This design comes from an exercise in tuning for small area, a short achievable clock period and few clock cycles per item on the open sky130 flow, not from production work.
The RTL was checked by simulation tests, not by an equivalence proof against the original design.

==> garnet <==
==> flow/design.v <==
`default_nettype none
package tra_pkg;
  localparam int BYTE_W    = 8;
  localparam int CFG_IDX_W = 2;
  typedef logic [BYTE_W-1:0]    byte_t;
  typedef logic [CFG_IDX_W-1:0] cfg_idx_t;
  localparam cfg_idx_t REG_DIRECTION = 2'd0;
  localparam cfg_idx_t REG_POLICY    = 2'd1;
endpackage
`default_nettype wire
`default_nettype none
module tra_ram (
  input  wire logic           clk,
  input  wire logic [255:0]   wsel0,
  input  wire tra_pkg::byte_t wdata0,
  input  wire logic [255:0]   wsel1,
  input  wire tra_pkg::byte_t wdata1,
  output logic [255:0][7:0]   mem
);
  for (genvar i = 0; i < 256; i++) begin : g_ent
    logic hold;
    assign hold = !(wsel0[i] || wsel1[i]);
    always_ff @(posedge clk) begin
      mem[i] <= ({8{wsel0[i]}} & wdata0) | ({8{wsel1[i]}} & wdata1) | ({8{hold}} & mem[i]);
    end
  end
endmodule
module tra_dec (
  input  wire tra_pkg::byte_t addr,
  input  wire logic           en,
  output logic [255:0]        sel
);
  logic [15:0] hi, lo;
  for (genvar j = 0; j < 16; j++) begin : g_pre
    assign hi[j] = en && (addr[7:4] == 4'(j));
    assign lo[j] = (addr[3:0] == 4'(j));
  end
  for (genvar i = 0; i < 256; i++) begin : g_sel
    assign sel[i] = hi[i / 16] && lo[i % 16];
  end
endmodule
module tra_rd #(
  parameter int N = 256
) (
  input  wire logic [N-1:0]      sel,
  input  wire logic [N-1:0][7:0] mem,
  output tra_pkg::byte_t         data
);
  always_comb begin
    data = '0;
    for (int i = 0; i < N; i++) begin
      data = data | ({8{sel[i]}} & mem[i]);
    end
  end
endmodule
`default_nettype wire
`default_nettype none
module tra_out_queue (
  input  wire logic           clk,
  input  wire logic           rst_n,
  input  wire logic           push,
  input  wire tra_pkg::byte_t push_data,
  output logic                pop,
  output logic                out_valid,
  input  wire logic           out_stall,
  output tra_pkg::byte_t      out_byte
);
  logic [3:0][7:0] q_r;
  logic [2:0]      cnt_r;
  logic [2:0]      cnt_pop;
  logic            ov_r;
  assign pop       = ov_r && !out_stall;
  assign out_valid = ov_r;
  assign out_byte  = q_r[0];
  assign cnt_pop   = cnt_r - 3'(pop);
  always_ff @(posedge clk) begin
    if (!rst_n) begin
      cnt_r <= 3'd0;
      ov_r  <= 1'b0;
    end else begin
      cnt_r <= cnt_pop + 3'(push);
      ov_r  <= (cnt_pop != 3'd0) || push;
    end
  end
  for (genvar i = 0; i < 4; i++) begin : g_q
    always_ff @(posedge clk) begin
      if (push && (cnt_pop == 3'(i))) begin
        q_r[i] <= push_data;
      end else if (pop) begin
        q_r[i] <= (i < 3) ? q_r[(i < 3) ? i + 1 : i] : q_r[i];
      end
    end
  end
endmodule
`default_nettype wire
`default_nettype none
module transpose_rank_transform (
  input  wire logic              clk,
  input  wire logic              rst_n,
  input  wire logic              in_valid,
  output logic                   in_stall,
  input  wire tra_pkg::byte_t    in_byte,
  output logic                   out_valid,
  input  wire logic              out_stall,
  output tra_pkg::byte_t         out_byte,
  input  wire logic              cfg_valid,
  output logic                   cfg_ready,
  input  wire tra_pkg::cfg_idx_t cfg_index,
  input  wire logic              cfg_data
);
  function automatic logic [15:0] oh16(input logic [3:0] a);
    oh16 = 16'd1 << a;
  endfunction
  function automatic logic [7:0] oh8(input logic [2:0] a);
    oh8 = 8'd1 << a;
  endfunction
  logic        dir_r, pol_r;
  logic [8:0]  seen_r;
  logic [15:0] s_hi, s_lo;           
  logic        clr_r;
  logic [1:0]  ibc;                  
  logic [7:0]  xA, x1;
  logic [15:0] xa_hi, xa_lo;         
  logic        stall_r;
  logic [2:0]  n_out;                
  logic        vB;
  logic [7:0]  xB, rB;
  logic [15:0] rb_hi, rb_hio;        
  logic [7:0]  rb_lo, rb_loo;        
  logic        vC, w0C, w1C, clrC;
  logic [7:0]  xC, oC, rC, tC, qC, rC1, tC1;
  logic [15:0] oc_hi, oc_lo;         
  logic [15:0] rc_hi, rc_lo, tc_hi, tc_lo;
  logic        vD, clrD;
  logic [7:0]  xD, oD, rD, pD;
  logic [15:0] xd_hi, xd_lo, od_hi, od_lo;
  logic [255:0][7:0] s2r;
  logic [255:0][7:0] r2s;
  logic        pop;
  assign cfg_ready = 1'b1;
  logic [255:0] sel_xd, sel_od;
  for (genvar i = 0; i < 256; i++) begin : g_sel_d
    assign sel_xd[i] = vD && xd_hi[i / 16] && xd_lo[i % 16];
    assign sel_od[i] = (vD || clrD) && od_hi[i / 16] && od_lo[i % 16];
  end
  tra_ram u_s2r (
    .clk    (clk),
    .wsel0  (sel_xd),
    .wdata0 (pD),
    .wsel1  (sel_od),
    .wdata1 (rD),
    .mem    (s2r)
  );
  logic [255:0] sel_oc, sel_rc, sel_tc;
  logic [7:0]   p_a, p;
  for (genvar i = 0; i < 256; i++) begin : g_sel_oc
    assign sel_oc[i] = oc_hi[i / 16] && oc_lo[i % 16];
  end
  tra_rd u_rd_p (.sel (sel_oc), .mem (s2r), .data (p_a));
  assign p = (vD && (oC == oD)) ? rD : (vD && (oC == xD)) ? pD : p_a;
  for (genvar i = 0; i < 256; i++) begin : g_sel_c
    assign sel_rc[i] = w0C && rc_hi[i / 16] && rc_lo[i % 16];
    assign sel_tc[i] = w1C && tc_hi[i / 16] && tc_lo[i % 16];
  end
  tra_ram u_r2s (
    .clk    (clk),
    .wsel0  (sel_rc),
    .wdata0 (oC),
    .wsel1  (sel_tc),
    .wdata1 (qC),
    .mem    (r2s)
  );
  logic [255:0] sel_xa;
  logic [7:0]   ra, r_rest, rB_nxt;
  logic         fc_o, fc_x, fd_o, fd_x, sel_p;
  logic         replay, commit, advA, accept;
  logic         rep_o;
  for (genvar i = 0; i < 256; i++) begin : g_sel_xa
    assign sel_xa[i] = xa_hi[i / 16] && xa_lo[i % 16];
  end
  tra_rd u_rd_ra (.sel (sel_xa), .mem (s2r), .data (ra));
  assign fc_o = vC && (xA == oC);
  assign fc_x = vC && (xA == xC);
  assign fd_o = vD && (xA == oD);
  assign fd_x = vD && (xA == xD);
  assign rep_o = (xB == oC);
  always_comb begin
    if (replay) begin
      r_rest = rC;
      sel_p  = !rep_o;
    end else if (dir_r) begin
      r_rest = xA;
      sel_p  = 1'b0;
    end else begin
      sel_p = fc_x && !fc_o;
      if (fc_o) begin
        r_rest = rC;
      end else if (fd_o) begin
        r_rest = rD;
      end else if (fd_x) begin
        r_rest = pD;
      end else begin
        r_rest = ra;
      end
    end
  end
  assign rB_nxt = sel_p ? p : r_rest;
  logic [127:0] sel_ev, sel_odd;
  logic [255:0] sel_s;
  logic [127:0][7:0] r2s_ev, r2s_od;
  logic [7:0]   ev, od, q_a, on_a, os_a, q, o_n, o_s, o, t, t1;
  logic         grow, swap, nz;
  assign replay = vB && vC && ((xB == oC) || (xB == xC));
  assign commit = vB && !replay;
  for (genvar k = 0; k < 128; k++) begin : g_bank
    assign sel_ev[k]  = rb_hi[k / 8] && rb_lo[k % 8];
    assign sel_odd[k] = rb_hio[k / 8] && rb_loo[k % 8];
    assign r2s_ev[k]  = r2s[2*k];
    assign r2s_od[k]  = r2s[2*k+1];
  end
  for (genvar i = 0; i < 256; i++) begin : g_sel_s
    assign sel_s[i] = s_hi[i / 16] && s_lo[i % 16];
  end
  tra_rd #(.N (128)) u_rd_ev (.sel (sel_ev),  .mem (r2s_ev), .data (ev));
  tra_rd #(.N (128)) u_rd_od (.sel (sel_odd), .mem (r2s_od), .data (od));
  tra_rd             u_rd_s  (.sel (sel_s),   .mem (r2s),    .data (os_a));
  assign q_a  = rB[0] ? od : ev;
  assign on_a = rB[0] ? ev : od;
  assign q   = (w0C && (rB == rC))  ? oC : (w1C && (rB == tC))  ? qC : q_a;
  assign o_n = (w0C && (rB == rC1)) ? oC : (w1C && (rB == tC1)) ? qC : on_a;
  assign o_s = (w0C && (seen_r[7:0] == rC)) ? oC :
               (w1C && (seen_r[7:0] == tC)) ? qC : os_a;
  assign grow = pol_r && ({1'b0, rB} >= seen_r);
  assign o    = grow ? o_s : o_n;
  assign nz   = (rB != 8'd0);
  assign t    = grow ? seen_r[7:0] : (nz ? rB - 8'd1 : 8'd0);
  assign t1   = grow ? seen_r[7:0] + 8'd1 : (nz ? rB : 8'd1);
  assign swap = grow ? (rB != seen_r[7:0]) : nz;
  logic [1:0] ibc_left, ibc_nxt;
  logic [8:0] seen_nxt;
  logic       st00, st01, st10, st11;
  assign advA     = (ibc != 2'd0) && !(vB && replay);
  assign in_stall = stall_r;
  assign accept   = in_valid && !stall_r;
  assign ibc_left = ibc - 2'(advA);
  assign ibc_nxt  = ibc_left + 2'(accept);
  assign st00 = clr_r || (ibc_left == 2'd2) || (n_out >= 3'd4);
  assign st01 = clr_r || (ibc_left == 2'd2) || (n_out >= 3'd5);
  assign st10 = clr_r || (ibc_left == 2'd1) || (n_out >= 3'd3);
  assign st11 = clr_r || (ibc_left == 2'd1) || (n_out >= 3'd4);
  always_comb begin
    seen_nxt = seen_r;
    if (clr_r) begin
      seen_nxt = (seen_r[7:0] == 8'd255) ? 9'd0 : seen_r + 9'd1;
    end else if (commit && grow && (seen_r != 9'd256)) begin
      seen_nxt = seen_r + 9'd1;
    end
  end
  always_ff @(posedge clk) begin
    if (!rst_n) begin
      dir_r   <= 1'b0;
      pol_r   <= 1'b0;
      seen_r  <= '0;
      s_hi    <= 16'd1;
      s_lo    <= 16'd1;
      clr_r   <= 1'b1;
      ibc     <= 2'd0;
      n_out   <= 3'd0;
      stall_r <= 1'b1;
      vB      <= 1'b0;
      vC      <= 1'b0;
      w0C     <= 1'b0;
      w1C     <= 1'b0;
      clrC    <= 1'b0;
      vD      <= 1'b0;
      clrD    <= 1'b0;
    end else begin
      if (cfg_valid) begin
        case (cfg_index)
          tra_pkg::REG_DIRECTION: dir_r <= cfg_data;
          tra_pkg::REG_POLICY:    pol_r <= cfg_data;
          default: begin
          end
        endcase
      end
      seen_r  <= seen_nxt;
      s_hi    <= oh16(seen_nxt[7:4]);
      s_lo    <= oh16(seen_nxt[3:0]);
      if (clr_r && (seen_r[7:0] == 8'd255)) clr_r <= 1'b0;
      ibc     <= ibc_nxt;
      n_out   <= n_out + 3'(accept) - 3'(pop);
      stall_r <= accept ? (pop ? st11 : st10) : (pop ? st01 : st00);
      vB      <= replay || advA;
      vC      <= commit && swap && !dir_r;
      w0C     <= commit && (nz || grow);
      w1C     <= commit || clr_r;
      clrC    <= clr_r;
      vD      <= vC;
      clrD    <= clrC;
    end
  end
  always_ff @(posedge clk) begin
    if (accept && (ibc_left == 2'd0)) begin
      xA    <= in_byte;
      xa_hi <= oh16(in_byte[7:4]);
      xa_lo <= oh16(in_byte[3:0]);
    end else if (advA) begin
      xA    <= x1;
      xa_hi <= oh16(x1[7:4]);
      xa_lo <= oh16(x1[3:0]);
    end
    if (accept && (ibc_left == 2'd1)) x1 <= in_byte;
    if (!replay) xB <= xA;
    rB     <= rB_nxt;
    rb_hi  <= oh16(rB_nxt[7:4]);
    rb_lo  <= oh8(rB_nxt[3:1]);
    rb_hio <= (rB_nxt[0] || (rB_nxt[3:1] != 3'd0)) ? oh16(rB_nxt[7:4])
                                                    : oh16(rB_nxt[7:4] - 4'd1);
    rb_loo <= rB_nxt[0] ? oh8(rB_nxt[3:1]) : oh8(rB_nxt[3:1] - 3'd1);
    xC <= xB;
    if (clr_r) begin
      oC    <= seen_r[7:0];
      oc_hi <= oh16(seen_r[7:4]);
      oc_lo <= oh16(seen_r[3:0]);
      rC    <= seen_r[7:0];
      tC    <= seen_r[7:0];
      tc_hi <= oh16(seen_r[7:4]);
      tc_lo <= oh16(seen_r[3:0]);
      qC    <= seen_r[7:0];
    end else begin
      oC    <= o;
      oc_hi <= oh16(o[7:4]);
      oc_lo <= oh16(o[3:0]);
      rC    <= rB;
      tC    <= t;
      tc_hi <= oh16(t[7:4]);
      tc_lo <= oh16(t[3:0]);
      qC    <= q;
    end
    rc_hi <= oh16(rB[7:4]);
    rc_lo <= oh16(rB[3:0]);
    rC1 <= rB + 8'd1;
    tC1 <= t1;
    xD <= xC;
    xd_hi <= oh16(xC[7:4]);
    xd_lo <= oh16(xC[3:0]);
    oD <= oC;
    od_hi <= oc_hi;
    od_lo <= oc_lo;
    rD <= rC;
    pD <= p;
  end
  tra_out_queue u_out_queue (
    .clk       (clk),
    .rst_n     (rst_n),
    .push      (commit),
    .push_data (dir_r ? q : rB),
    .pop       (pop),
    .out_valid (out_valid),
    .out_stall (out_stall),
    .out_byte  (out_byte)
  );
endmodule
`default_nettype wire
==> flow/run.sh <==
#!/bin/bash
# synth_recipe.tcl (not shown) runs the flow's synth.tcl, then flattens the netlist and writes it again
# the make line also repeats each setting of config.mk as NAME=value (left out here)
make -C /OpenROAD-flow-scripts/flow DESIGN_CONFIG=/design/flow/config.mk WORK_HOME=/design/flow/orfs CLKGATE_MAP_FILE= SYNTH_SCRIPT=/design/flow/synth_recipe.tcl finish
==> flow/config.mk <==
export PLATFORM = sky130hd
export DESIGN_NAME = transpose_rank_transform
export DESIGN_NICKNAME = transpose_rank_transform
export VERILOG_FILES = /design/flow/design.v
export SDC_FILE = /design/flow/constraint.sdc
export NUM_CORES = 4
export LEC_CHECK = 0
export ABC_CLOCK_PERIOD_IN_PS = 3800
export CAP_MARGIN = 0
export CELL_PAD_IN_SITES_DETAIL_PLACEMENT = 1
export CELL_PAD_IN_SITES_GLOBAL_PLACEMENT = 1
export CORE_MARGIN = 2
export CORE_UTILIZATION = 27
export PLACE_DENSITY = 0.4
export SETUP_SLACK_MARGIN = 4.0
export SLEW_MARGIN = 0
export TNS_END_PERCENT = 100
==> flow/constraint.sdc <==
create_clock -name core_clock -period 8.0 [get_ports {clk}]
set_input_delay 1.6000 -clock core_clock [delete_from_list [all_inputs] [get_ports {clk}]]
set_output_delay 1.6000 -clock core_clock [all_outputs]
set_load 0.01 [all_outputs]
==> lagoon (differences from garnet) <==
--- a/flow/design.v
+++ b/flow/design.v
@@ -132,6 +132,4 @@
   logic [15:0] oc_hi, oc_lo;         
-  logic [15:0] rc_hi, rc_lo, tc_hi, tc_lo;
   logic        vD, clrD;
   logic [7:0]  xD, oD, rD, pD;
-  logic [15:0] xd_hi, xd_lo, od_hi, od_lo;
   logic [255:0][7:0] s2r;
@@ -141,6 +139,4 @@
   logic [255:0] sel_xd, sel_od;
-  for (genvar i = 0; i < 256; i++) begin : g_sel_d
-    assign sel_xd[i] = vD && xd_hi[i / 16] && xd_lo[i % 16];
-    assign sel_od[i] = (vD || clrD) && od_hi[i / 16] && od_lo[i % 16];
-  end
+  tra_dec u_dec_xd (.addr (xD), .en (vD), .sel (sel_xd));
+  tra_dec u_dec_od (.addr (oD), .en (vD || clrD), .sel (sel_od));
   tra_ram u_s2r (
@@ -160,6 +156,4 @@
   assign p = (vD && (oC == oD)) ? rD : (vD && (oC == xD)) ? pD : p_a;
-  for (genvar i = 0; i < 256; i++) begin : g_sel_c
-    assign sel_rc[i] = w0C && rc_hi[i / 16] && rc_lo[i % 16];
-    assign sel_tc[i] = w1C && tc_hi[i / 16] && tc_lo[i % 16];
-  end
+  tra_dec u_dec_rc (.addr (rC), .en (w0C), .sel (sel_rc));
+  tra_dec u_dec_tc (.addr (tC), .en (w1C), .sel (sel_tc));
   tra_ram u_r2s (
@@ -326,4 +320,2 @@
       tC    <= seen_r[7:0];
-      tc_hi <= oh16(seen_r[7:4]);
-      tc_lo <= oh16(seen_r[3:0]);
       qC    <= seen_r[7:0];
@@ -335,8 +327,4 @@
       tC    <= t;
-      tc_hi <= oh16(t[7:4]);
-      tc_lo <= oh16(t[3:0]);
       qC    <= q;
     end
-    rc_hi <= oh16(rB[7:4]);
-    rc_lo <= oh16(rB[3:0]);
     rC1 <= rB + 8'd1;
@@ -344,7 +332,3 @@
     xD <= xC;
-    xd_hi <= oh16(xC[7:4]);
-    xd_lo <= oh16(xC[3:0]);
     oD <= oC;
-    od_hi <= oc_hi;
-    od_lo <= oc_lo;
     rD <= rC;
==> flow/config.mk (replaced) <==
export PLATFORM = sky130hd
export DESIGN_NAME = transpose_rank_transform
export DESIGN_NICKNAME = transpose_rank_transform
export VERILOG_FILES = /design/flow/design.v
export SDC_FILE = /design/flow/constraint.sdc
export NUM_CORES = 4
export LEC_CHECK = 0
export ABC_CLOCK_PERIOD_IN_PS = 3500
export CAP_MARGIN = 20
export CELL_PAD_IN_SITES_DETAIL_PLACEMENT = 1
export CELL_PAD_IN_SITES_GLOBAL_PLACEMENT = 1
export CORE_MARGIN = 2
export CORE_UTILIZATION = 40
export SETUP_SLACK_MARGIN = 4.5
export SLEW_MARGIN = 20
export TNS_END_PERCENT = 10
==> summary.txt <==
- lagoon aborted during global routing (5_1_grt). garnet failed in global routing (5_1_grt) (GRT-0116).
- Between lagoon and garnet, the lower area after synthesis is in lagoon (gap 4.1%, measured against garnet).
- Against lagoon, the synthesized cell count of garnet is higher by about 5%.
Testbench counts of garnet, summed over its fixed seeds: cycles 16,357, items 16,000.
Testbench counts of lagoon, summed over its fixed seeds: cycles 16,357, items 16,000.
